What follows belongs to an exercise in optimizing a design on an open flow for small area, a short achievable clock period and few clock cycles per item; a production flow would make more cautious choices. At most, simulation tests tie the RTL to the original design; equivalence was not proved. No activity file was given, so power comes from the tool's default toggle rates.

==> try-sierra: inputs <==
Design barrier_basket_payoff, start of the top module:
module barrier_basket_payoff (
  input  wire          clk_i,
  input  wire          rst_ni,
  input  wire          cfg_we_i,
  input  wire  [1:0]   cfg_idx_i,
  input  wire  [15:0]  cfg_data_i,
  input  wire          s_axis_tvalid,
  output logic         s_axis_tready,
  input  wire  [127:0] s_axis_tdata,
  input  wire          s_axis_tuser,
  input  wire          s_axis_tlast,
  output logic         m_axis_tvalid,
  input  wire          m_axis_tready,
  output logic [31:0]  m_axis_tdata,
  output logic         m_axis_tuser
);
  logic [15:0] strike_q;
  logic [9:0]  em1_q;      
  logic        ez_q;       
  logic [4:0]  acount_q;
  logic [10:0] cfg_t;
  assign cfg_t = cfg_data_i[10:0];
  always_ff @(posedge clk_i or negedge rst_ni) begin
    if (!rst_ni) begin
      strike_q <= 16'd0;
      em1_q    <= 10'd0;
      ez_q     <= 1'b0;
      acount_q <= 5'd1;
    end else if (cfg_we_i) begin
      case (cfg_idx_i)
        2'd0: strike_q <= cfg_data_i;
        2'd1: begin
          ez_q  <= (cfg_t == 11'd0);
          em1_q <= cfg_t[10] ? 10'h3FF : (cfg_t[9:0] - 10'd1);
        end
        2'd2: acount_q <= cfg_data_i[4:0];
        default: ;
      endcase
    end
  end
  logic        tready_q;
  logic [3:0]  ph_q;
  logic        pv_q;
  logic [3:0]  pa_q;
  logic [79:0] pd_q;
  logic [1:0]  pend_q;
  logic        out_v_q;
  logic        res_v_q;
  logic [3:0]  in_asset;
  logic [9:0]  in_step;
  logic        in_take, in_used, in_samp, in_load, in_ok, in_fin, in_res;
  logic        wr, out_free, res_out;
  logic        pv_n, wr_n;
  logic [3:0]  pa_n;
  logic [1:0]  pend_n;
  assign in_asset = s_axis_tdata[3:0];
  assign in_step  = s_axis_tdata[13:4];
  assign in_take  = s_axis_tvalid & tready_q;
  assign in_used  = ({1'b0, in_asset} < acount_q);
  ...
Settings: LEC_CHECK=0, ABC_CLOCK_PERIOD_IN_PS=2800, CAP_MARGIN=20, CORE_MARGIN=2, CORE_UTILIZATION=55, SETUP_SLACK_MARGIN=5, SLEW_MARGIN=20, TNS_END_PERCENT=100; clock period 8.5 ns.
standard.sh (not shown) runs the stock make flow with config.mk's settings and CLKGATE_MAP_FILE= SYNTH_SCRIPT=/design/flow/synth_recipe.tcl, a recipe that flattens the netlist after the stock synthesis.
==> flow/flow/run.sh <==
#!/bin/bash
set -euo pipefail
bash standard.sh SETUP_SLACK_MARGIN=5.6 finish > std_flow.log 2>&1
==> try-amber (differences from try-sierra) <==
--- a/flow/design.v
+++ b/flow/design.v
@@ -77,48 +77,52 @@
   logic [1:0]  pend_q;
   logic        out_v_q;
   logic        res_v_q;
   logic [3:0]  in_asset;
   logic [9:0]  in_step;
   logic        in_take, in_used, in_samp, in_load, in_ok, in_fin, in_res;
   logic        wr, out_free, res_out;
-  logic        pv_n, wr_n;
-  logic [3:0]  pa_n;
+  logic        pv_n;
   logic [1:0]  pend_n;
   assign in_asset = s_axis_tdata[3:0];
   assign in_step  = s_axis_tdata[13:4];
   assign in_take  = s_axis_tvalid & tready_q;
   assign in_used  = ({1'b0, in_asset} < acount_q);
   assign in_samp  = in_take & s_axis_tuser & in_used;
   assign in_load  = in_take & ~s_axis_tuser;
   assign in_ok    = ~ez_q & (in_step <= em1_q);
   assign in_fin   = ~ez_q & (in_step == em1_q);
   assign in_res   = in_samp & s_axis_tlast;
   assign wr       = pv_q & (pa_q == ph_q);
   assign out_free = ~out_v_q | m_axis_tready;
   assign res_out  = out_v_q & m_axis_tready;
   assign pv_n   = in_load | (pv_q & ~wr);
-  assign pa_n   = in_load ? in_asset : pa_q;
-  assign wr_n   = pv_n & (pa_n == ph_q + 4'd1);
   assign pend_n = pend_q + {1'b0, in_res} - {1'b0, res_out};
+  logic [3:0] ph1;
+  logic       ok_new, ok_old, room_res, room_nores;
+  assign ph1        = ph_q + 4'd1;
+  assign ok_new     = (in_asset == ph1);
+  assign ok_old     = ~(pv_q & ~wr) | (pa_q == ph1);
+  assign room_res   = res_out ? (pend_q != 2'd2) : (pend_q == 2'd0);
+  assign room_nores = res_out | (pend_q != 2'd2);
   always_ff @(posedge clk_i or negedge rst_ni) begin
     if (!rst_ni) begin
       tready_q <= 1'b1;
       ph_q     <= 4'd0;
       pv_q     <= 1'b0;
       pend_q   <= 2'd0;
     end else begin
-      tready_q <= (~pv_n | wr_n) & (pend_n[1] == 1'b0);
+      tready_q <= (in_load ? ok_new : ok_old) & (in_res ? room_res : room_nores);
       ph_q     <= ph_q + 4'd1;
       pv_q     <= pv_n;
       pend_q   <= pend_n;
     end
   end
   always_ff @(posedge clk_i) begin
-    if (in_load) begin
+    if (tready_q) begin
       pa_q <= in_asset;
       pd_q <= s_axis_tdata[125:46];
     end
   end
   assign s_axis_tready = tready_q;
   logic [15:0][79:0] ring_q;
   always_ff @(posedge clk_i) begin
@@ -144,54 +148,59 @@
     r0_fin_q   <= in_fin;
     r0_price_q <= s_axis_tdata[45:14];
     for (int j = 0; j < 16; j++) r0_sel_q[j] <= (rd_slot == 4'(j));
   end
   logic [79:0] entry;
   logic [15:0] e_wt, wm;
   logic [31:0] e_lo, e_hi;
-  logic        brk1;
   logic [16:0] wx;
   logic [7:0]  bneg_d, bone_d, btwo_d;
   always_comb begin
     entry = '0;
     for (int j = 0; j < 16; j++) entry = entry | ({80{r0_sel_q[j]}} & ring_q[j]);
   end
   assign e_wt = entry[15:0];
   assign e_lo = entry[47:16];
   assign e_hi = entry[79:48];
-  assign brk1 = r0_v_q & r0_ok_q & ((r0_price_q < e_lo) | (r0_price_q > e_hi));
   assign wm   = (r0_v_q & r0_fin_q) ? e_wt : 16'd0;
   assign wx   = {wm, 1'b0};
   always_comb begin
     for (int i = 0; i < 8; i++) begin
       bneg_d[i] = wx[2*i+2] & ~(wx[2*i+1] & wx[2*i]);
       bone_d[i] = wx[2*i+1] ^ wx[2*i];
       btwo_d[i] = (wx[2*i+2] & ~wx[2*i+1] & ~wx[2*i]) | (~wx[2*i+2] & wx[2*i+1] & wx[2*i]);
     end
   end
-  logic        r1_vl_q, r1_brk_q;
+  logic        r1_chk_q, r1_lth_q, r1_leh_q, r1_ltl_q, r1_gth_q, r1_geh_q, r1_gtl_q;
+  logic        r1_vl_q;
   logic [7:0]  bneg, bone, btwo;
   logic [31:0] x;
   always_ff @(posedge clk_i or negedge rst_ni) begin
     if (!rst_ni) begin
       r1_vl_q  <= 1'b0;
-      r1_brk_q <= 1'b0;
+      r1_chk_q <= 1'b0;
       bneg     <= 8'd0;
       bone     <= 8'd0;
       btwo     <= 8'd0;
     end else begin
       r1_vl_q  <= r0_vl_q;
-      r1_brk_q <= brk1;
+      r1_chk_q <= r0_v_q & r0_ok_q;
       bneg     <= bneg_d;
       bone     <= bone_d;
       btwo     <= btwo_d;
     end
   end
   always_ff @(posedge clk_i) begin
-    x <= r0_price_q;
+    x        <= r0_price_q;
+    r1_lth_q <= r0_price_q[31:16] <  e_lo[31:16];
+    r1_leh_q <= r0_price_q[31:16] <= e_lo[31:16];
+    r1_ltl_q <= r0_price_q[15:0]  <  e_lo[15:0];
+    r1_gth_q <= r0_price_q[31:16] >  e_hi[31:16];
+    r1_geh_q <= r0_price_q[31:16] >= e_hi[31:16];
+    r1_gtl_q <= r0_price_q[15:0]  >  e_hi[15:0];
   end
   logic [63:0] mul_s, mul_c;
   logic pp_0_0;
   assign pp_0_0 = ((bone[0] & x[0])) ^ bneg[0];
   logic pp_0_1;
   assign pp_0_1 = ((bone[0] & x[1]) | (btwo[0] & x[0])) ^ bneg[0];
   logic pp_0_2;
@@ -1664,15 +1673,16 @@
   logic [63:0] r2_s_q, r2_c_q;
   always_ff @(posedge clk_i or negedge rst_ni) begin
     if (!rst_ni) begin
       r2_vl_q  <= 1'b0;
       r2_brk_q <= 1'b0;
     end else begin
       r2_vl_q  <= r1_vl_q;
-      r2_brk_q <= r1_brk_q;
+      r2_brk_q <= r1_chk_q & (r1_lth_q | (r1_leh_q & r1_ltl_q) |
+                              r1_gth_q | (r1_geh_q & r1_gtl_q));
     end
   end
   always_ff @(posedge clk_i) begin
     r2_s_q <= mul_s;
     r2_c_q <= mul_c;
   end
   logic [63:0] acc_q, csa_s, csa_c, acc_d;
@@ -1697,25 +1707,29 @@
   always_ff @(posedge clk_i) begin
     if (r2_vl_q) begin
       res_hi_q  <= acc_d[63:12];
       res_z_q   <= (acc_d[11:0] == 12'd0);
       res_brk_q <= acc_brk_q | r2_brk_q;
     end
   end
-  logic [35:0] diff_hi;
-  logic        nz, neg, sat;
+  logic [19:0] u0;
+  logic [16:0] d16;
+  logic        b, nz, neg, sat;
   logic [31:0] payoff;
   logic [31:0] out_data_q;
   logic        out_ko_q;
-  assign diff_hi = res_hi_q[51:16] - {20'd0, strike_q};
-  assign nz      = (diff_hi != 36'd0) | (res_hi_q[15:0] != 16'd0) | ~res_z_q;
-  assign neg     = diff_hi[35];
-  assign sat     = |diff_hi[34:16];
-  assign payoff  = (res_brk_q | ~nz | neg) ? 32'd0 :
-                   sat ? 32'hFFFF_FFFF : {diff_hi[15:0], res_hi_q[15:0]};
+  assign u0  = res_hi_q[51:32];
+  assign d16 = {1'b0, res_hi_q[31:16]} - {1'b0, strike_q};
+  assign b   = d16[16];
+  assign neg = b ? ((u0 == 20'd0) | (u0[19] & (u0 != 20'h80000))) : u0[19];
+  assign sat = b ? (u0[18:0] != 19'd1) : (u0[18:0] != 19'd0);
+  assign nz  = (b ? (u0 != 20'd1) : (u0 != 20'd0)) | (d16[15:0] != 16'd0) |
+               (res_hi_q[15:0] != 16'd0) | ~res_z_q;
+  assign payoff = (res_brk_q | ~nz | neg) ? 32'd0 :
+                  sat ? 32'hFFFF_FFFF : {d16[15:0], res_hi_q[15:0]};
   always_ff @(posedge clk_i or negedge rst_ni) begin
     if (!rst_ni) begin
       out_v_q <= 1'b0;
     end else begin
       out_v_q <= res_v_q | (out_v_q & ~m_axis_tready);
     end
   end
==> flow/run.sh (new file) <==
#!/bin/bash
# synth_recipe.tcl (not shown) runs the flow's synth.tcl, then flattens the netlist and writes it again
# the make line also repeats each setting of config.mk as NAME=value (left out here)
make -C /OpenROAD-flow-scripts/flow DESIGN_CONFIG=/design/flow/config.mk WORK_HOME=/design/flow/orfs CLKGATE_MAP_FILE= SYNTH_SCRIPT=/design/flow/synth_recipe.tcl finish
==> flow/config.mk (replaced) <==
export PLATFORM = sky130hd
export DESIGN_NAME = barrier_basket_payoff
export DESIGN_NICKNAME = barrier_basket_payoff
export VERILOG_FILES = /design/flow/design.v
export SDC_FILE = /design/flow/constraint.sdc
export NUM_CORES = 4
export LEC_CHECK = 0
export CAP_MARGIN = 20
export CORE_MARGIN = 2
export CORE_UTILIZATION = 55
export CTS_CLUSTER_DIAMETER = 60
export CTS_CLUSTER_SIZE = 30
export SETUP_SLACK_MARGIN = 5
export SLEW_MARGIN = 20
export TNS_END_PERCENT = 100
removed: flow/flow/run.sh
removed: flow/standard.sh
==> notes <==
- Die area: try-amber is lower than try-sierra (about 0.36%).
- Sequential cell count: try-amber is higher than try-sierra (6).
- Of try-amber and try-sierra, try-sierra has the higher clock power (gap about 23%, measured against try-sierra).
- In try-amber the synthesized area is lower than in try-sierra, by about 0.37%.
==> figures <==
Outcome: try-amber no timing/DRC/antenna violations; try-sierra no timing/DRC/antenna violations
NetSw: try-amber 5818 uW; try-sierra 6146 uW
Slew headroom: try-amber 0.3585; try-sierra 0.2708
Startpoint of the most critical register-to-register path: try-amber acc_q[34]; try-sierra acc_q[17]
FF+latch count: try-amber 1770; try-sierra 1764
Detailed-route wire length per cell: try-amber 24.55 um; try-sierra 27.13 um
Transition time of the tightest slew-check pin: try-amber 962.2 ps; try-sierra 1091 ps
Maximum ir drop on the vdd rail: try-amber 222.7 uV; try-sierra 229.5 uV
Well tap count: try-amber 1524; try-sierra 1536
Static power due to leakage: try-amber 0.02925 uW; try-sierra 0.03186 uW
Testbench counts of try-sierra, summed over its fixed seeds: cycles 15,480, items 320.
No functional check of the RTL was part of try-amber.

afterwards: timing with drivers on the ports:
No port has a modelled driver above. Below, the same layouts with a new extraction and two added sets of constraints. Step 1 sets driving cells, clkbuf_16 on the clock port and buf_2 on the other inputs (assumed; they add their load-dependent delay and slew). Step 2 moves the port delays by t, midway between the first and last clock arrival at a register: inputs arrive t later, outputs are due t later. That takes back most of the time a late clock gives input paths. Three values: no drivers, after step 1, after step 2; two values: the first two.
run	t (ns)	setup WS [ns]	clock arrival spread, ns	worst data-port slew with drivers (ns)
try-sierra	0.845	5.082 / 5.082 / 4.766	0.080 / 0.081	0.19
try-amber	0.789	4.640 / 4.640 / 4.402	0.079 / 0.080	0.06
After both steps setup and hold are still met in every run listed. For try-sierra, which loses most, drivers alone change the setup slack by 0.000 ns; drivers and shift together by -0.316 ns.
